This is an optimization exercise on Yosys and OpenROAD, whose aim is small area, a short achievable clock period and few clock cycles per item, not a production implementation.
RTL that was checked went through simulation tests only; none was proved equivalent to the original.
Power and IR drop assume default switching activity.

yarrow:
==> flow/design.v <==
`timescale 1ns / 1ps
package ctt_pkg;
	localparam int SLOTW   = 4;
	localparam int TASKW   = 8;
	localparam int CNTW    = 16;
	localparam int SLOTINW = 3;
	localparam int STATW   = 2;
	typedef enum logic [1:0] {
		FUNC_TICK     = 2'd0,
		FUNC_ADD      = 2'd1,
		FUNC_DELETE   = 2'd2,
		FUNC_DISPATCH = 2'd3
	} func_t;
	typedef enum logic [STATW-1:0] {
		ST_OK    = 2'd0,
		ST_FULL  = 2'd1,
		ST_EMPTY = 2'd2
	} status_t;
	typedef struct packed {
		logic             valid;
		logic [TASKW-1:0] task_id;
		logic [CNTW-1:0]  delay;
		logic [CNTW-1:0]  period;
		logic             run;
	} slot_rec_t;
endpackage
`timescale 1ns / 1ps
module ctt_cell (
	input  logic               clk,
	input  logic               arst_n,
	input  logic               shift,
	input  ctt_pkg::slot_rec_t d,
	output ctt_pkg::slot_rec_t q
);
	ctt_pkg::slot_rec_t rec_q;
	always_ff @(posedge clk or negedge arst_n) begin
		if (!arst_n) begin
			rec_q <= '0;
		end else if (shift) begin
			rec_q <= d;
		end
	end
	assign q = rec_q;
endmodule
`timescale 1ns / 1ps
module cooperative_task_timer_table #(
	parameter int MAX_TASKS = 8
) (
	input  logic        clk,
	input  logic        arst_n,
	input  logic        s_tvalid,
	output logic        s_tready,
	input  logic [47:0] s_tdata,   
	input  logic [1:0]  s_tuser,   
	output logic        m_tvalid,
	input  logic        m_tready,
	output logic [15:0] m_tdata,   
	output logic [0:0]  m_tuser,   
	output logic        m_tlast
);
	localparam int N    = MAX_TASKS;
	localparam int TW   = ctt_pkg::TASKW;
	localparam int CW   = ctt_pkg::CNTW;
	localparam int NB   = CW / 4;                         
	localparam int SW   = ctt_pkg::SLOTW;
	localparam int BW   = SW + TW + ctt_pkg::STATW + 2;   
	logic [N-1:0]         valid_q;
	logic [N-1:0]         run_q;     
	logic [N-1:0][TW-1:0] tid_q;
	logic [N-1:0][CW-1:0] ndly_q;    
	logic [N-1:0][CW-1:0] per_q;
	logic [N-1:0]         z_q;       
	logic                 disp_q;    
	logic                 m_v_q;
	logic [BW-1:0]        m_q;
	logic                 out_free;   
	logic                 acc;
	logic                 do_tick, do_add, do_del, do_disp;
	logic                 disp_go;
	logic [N-1:0]         due;
	logic [N-1:0]         add_sel;
	logic [N-1:0]         disp_sel;
	logic [N-1:0]         del_sel;
	logic [SW-1:0]        add_idx;
	logic [SW-1:0]        disp_idx;
	logic [TW-1:0]        disp_tid;
	logic                 any_free;
	logic                 any_due;
	logic                 more_due;
	logic [BW-1:0]        beat;
	logic                 in_z;      
	assign out_free = !m_v_q || m_tready;
	assign s_tready = !disp_q && out_free;
	assign acc      = s_tvalid && s_tready;
	assign do_tick  = acc && (s_tuser == 2'd0);
	assign do_add   = acc && (s_tuser == 2'd1);
	assign do_del   = acc && (s_tuser == 2'd2);
	assign do_disp  = acc && (s_tuser == 2'd3);
	assign disp_go  = do_disp || (disp_q && out_free);
	assign due      = run_q;
	assign in_z     = (s_tdata[23:8] == '0);
	always_comb begin
		add_sel  = '0;
		disp_sel = '0;
		add_idx  = SW'(N);
		disp_idx = '0;
		disp_tid = '0;
		any_free = 1'b0;
		any_due  = 1'b0;
		more_due = 1'b0;
		for (int i = N - 1; i >= 0; i--) begin
			if (!valid_q[i]) begin
				add_sel  = '0;
				add_sel[i] = 1'b1;
				add_idx  = SW'(i);
				any_free = 1'b1;
			end
		end
		for (int i = N - 1; i >= 0; i--) begin
			if (due[i]) begin
				more_due = any_due;
				disp_sel = '0;
				disp_sel[i] = 1'b1;
				disp_idx = SW'(i);
				disp_tid = tid_q[i];
				any_due  = 1'b1;
			end
		end
	end
	always_comb begin
		del_sel = '0;
		del_sel[s_tdata[42:40]] = 1'b1;
	end
	always_comb begin
		beat = {1'b1, 1'b0, ctt_pkg::ST_OK, TW'(0), SW'(0)};
		if (disp_q || s_tuser == 2'd3) begin
			if (any_due) beat = {!more_due, 1'b1, ctt_pkg::ST_OK, disp_tid, disp_idx};
		end else if (s_tuser == 2'd1) begin
			beat = {1'b1, 1'b0, any_free ? ctt_pkg::ST_OK : ctt_pkg::ST_FULL, TW'(0), add_idx};
		end else if (s_tuser == 2'd2) begin
			beat = {1'b1, 1'b0, valid_q[s_tdata[42:40]] ? ctt_pkg::ST_OK : ctt_pkg::ST_EMPTY,
			        TW'(0), SW'(s_tdata[42:40])};
		end
	end
	for (genvar i = 0; i < N; i++) begin : g_slot
		logic [CW-1:0] dly;         
		logic          zero;        
		logic          load;        
		logic          t_rl;        
		logic          t_dec;       
		logic          keep;        
		logic [CW-1:0] bor;         
		logic [CW-1:0] nxt;         
		logic          pzero;       
		logic          one;         
		assign dly   = ~ndly_q[i];
		assign zero  = z_q[i];
		assign pzero = (per_q[i] == '0);
		assign one   = (dly == CW'(1));
		assign load  = do_add && add_sel[i];
		assign t_rl  = do_tick && zero;
		assign t_dec = do_tick;
		assign keep  = !(t_rl || load);
		for (genvar j = 0; j < CW; j++) begin : g_bor
			assign bor[j] = (j == 0) ? 1'b1 : (dly[j > 0 ? j - 1 : 0 : 0] == '0);
		end
		assign nxt = dly ^ ({CW{t_dec}} & bor);
		always_ff @(posedge clk) begin
			ndly_q[i] <= ~(({CW{t_rl}} & per_q[i]) | ({CW{load}} & s_tdata[23:8]) |
			               ({CW{keep}} & nxt));
			z_q[i]    <= (t_rl && pzero) || (load && in_z) || (keep && (do_tick ? one : zero));
		end
		always_ff @(posedge clk or negedge arst_n) begin
			if (!arst_n) begin
				valid_q[i] <= 1'b0;
			end else if (load) begin
				valid_q[i] <= 1'b1;
			end else if ((do_del && del_sel[i]) || (disp_go && disp_sel[i] && pzero)) begin
				valid_q[i] <= 1'b0;
			end
		end
		always_ff @(posedge clk or negedge arst_n) begin
			if (!arst_n) begin
				run_q[i] <= 1'b0;
			end else if (load || (do_del && del_sel[i]) || (disp_go && disp_sel[i])) begin
				run_q[i] <= 1'b0;
			end else if (t_rl && valid_q[i]) begin
				run_q[i] <= 1'b1;
			end
		end
		always_ff @(posedge clk) begin
			if (load) begin
				tid_q[i] <= s_tdata[7:0];
				per_q[i] <= s_tdata[39:24];
			end
		end
	end
	always_ff @(posedge clk or negedge arst_n) begin
		if (!arst_n) begin
			disp_q <= 1'b0;
			m_v_q  <= 1'b0;
		end else begin
			if (disp_go) begin
				disp_q <= more_due;
			end
			if (out_free) begin
				m_v_q <= acc || disp_q;
			end
		end
	end
	always_ff @(posedge clk) begin
		if (out_free) begin
			m_q <= beat;
		end
	end
	assign m_tvalid   = m_v_q;
	assign m_tdata    = {2'b00, m_q[SW+TW+1:0]};
	assign m_tuser[0] = m_q[BW-2];
	assign m_tlast    = m_q[BW-1];
endmodule
export LEC_CHECK = 0
export CAP_MARGIN = 20
export CORE_MARGIN = 2
export CORE_UTILIZATION = 60
export CTS_CLUSTER_DIAMETER = 100
export CTS_CLUSTER_SIZE = 24
export SETUP_SLACK_MARGIN = 1.8
export SLEW_MARGIN = 20
create_clock -name core_clock -period 4.0 [get_ports {clk}]
standard.sh (not shown) runs the stock make flow with config.mk's settings and CLKGATE_MAP_FILE= SYNTH_SCRIPT=/design/flow/synth_recipe.tcl, a recipe that flattens the netlist after the stock synthesis.
==> flow/flow/run.sh <==
#!/bin/bash
# Own flow: the standard layout (standard.sh, which runs the standard
# synthesis unchanged), with one change: the port buffers that global
# placement inserts are sky130_fd_sc_hd__buf_2 instead of the cell
# buffer_ports picks by itself. The make output goes to standard.log.
set -euo pipefail
export BUFFER_PORTS_ARGS="-buffer_cell sky130_fd_sc_hd__buf_2"
bash standard.sh > standard.log 2>&1
Edits applied to the flow inputs when going from yarrow to juniper:
-- flow/design.v --
<<< yarrow, line 66
	localparam int BW   = SW + TW + ctt_pkg::STATW + 2;   
	logic [N-1:0]         valid_q;
	logic [N-1:0]         run_q;     
	logic [N-1:0][TW-1:0] tid_q;
	logic [N-1:0][CW-1:0] ndly_q;    
>>> juniper, line 66
	localparam int BW   = SW + TW + ctt_pkg::STATW + 2;   
	logic [N-1:0]         valid_q;
	logic [N-1:0]         run_q;
	logic [N-1:0][TW-1:0] tid_q;
	logic [N-1:0][CW-1:0] ndly_q;    
<<< yarrow, line 98
	assign do_disp  = acc && (s_tuser == 2'd3);
	assign disp_go  = do_disp || (disp_q && out_free);
	assign due      = run_q;
	assign in_z     = (s_tdata[23:8] == '0);
	always_comb begin
>>> juniper, line 98
	assign do_disp  = acc && (s_tuser == 2'd3);
	assign disp_go  = do_disp || (disp_q && out_free);
	assign due      = valid_q & run_q;
	assign in_z     = (s_tdata[23:8] == '0);
	always_comb begin
<<< yarrow, line 180
			end
		end
		always_ff @(posedge clk or negedge arst_n) begin
			if (!arst_n) begin
				run_q[i] <= 1'b0;
			end else if (load || (do_del && del_sel[i]) || (disp_go && disp_sel[i])) begin
				run_q[i] <= 1'b0;
			end else if (t_rl && valid_q[i]) begin
				run_q[i] <= 1'b1;
			end
		end
		always_ff @(posedge clk) begin
			if (load) begin
				tid_q[i] <= s_tdata[7:0];
				per_q[i] <= s_tdata[39:24];
			end
		end
>>> juniper, line 180
			end
		end
		always_ff @(posedge clk) begin
			if (t_rl) begin
				run_q[i] <= 1'b1;
			end
			if (load) begin
				tid_q[i] <= s_tdata[7:0];
				per_q[i] <= s_tdata[39:24];
				run_q[i] <= 1'b0;
			end
			if (disp_go && disp_sel[i]) begin
				run_q[i] <= 1'b0;
			end
		end
Results
- | cell area reported after detailed placement | yarrow vs juniper | ≈ equal |
- Per the comparison of juniper with yarrow, count of fill cells added during filler insertion rose by about 3%; clock network power share fell by 0.8 points; fmax fell by 0.42%.
- According to the power report, total power for juniper is higher than for yarrow.
- Number of logic stages on the critical path including buffering down 4 in juniper wrt yarrow
- Of juniper and yarrow, the lower die footprint belongs to yarrow.
- Lower global-route wire length before repair among juniper and yarrow: yarrow
- Per the comparison of juniper with yarrow, least setup slack across all paths after layout lower; area after synthesis now sits higher; flip-flop and latch count stayed essentially flat.
Testbench counts of juniper, summed over its fixed seeds: cycles 13,323, items 12,000.
The RTL of yarrow was laid out without a check of its function.

static timing again, ports no longer ideal:
The results above use ideal ports. As a check the final layouts listed here were re-extracted and re-timed, cells and wires unchanged.
Step 1: set_driving_cell puts a clkbuf_16 on clk and a buf_2 on each other input, an assumption about the parent block.
Step 2, shift: input delay + t, output delay - t, t = (earliest + latest rising clock arrival at the registers) / 2. This alone moves slack from input paths to output paths.
Slacks: ideal ports / drivers / drivers and shift; pairs: ideal ports / drivers.
| run | shift t [ns] | slack for setup (ns) | latest minus earliest clock arrival (ns) |
|---|---|---|---|
| yarrow | 0.575 | 1.699 / 1.689 / 1.114 | 0.025 / 0.026 |
| juniper | 0.566 | 1.690 / 1.639 / 1.292 | 0.031 / 0.031 |
After both steps setup and hold are still met in every run listed. The setup slack of yarrow, which loses most, moves by -0.010 ns with the drivers and by -0.585 ns with both steps.
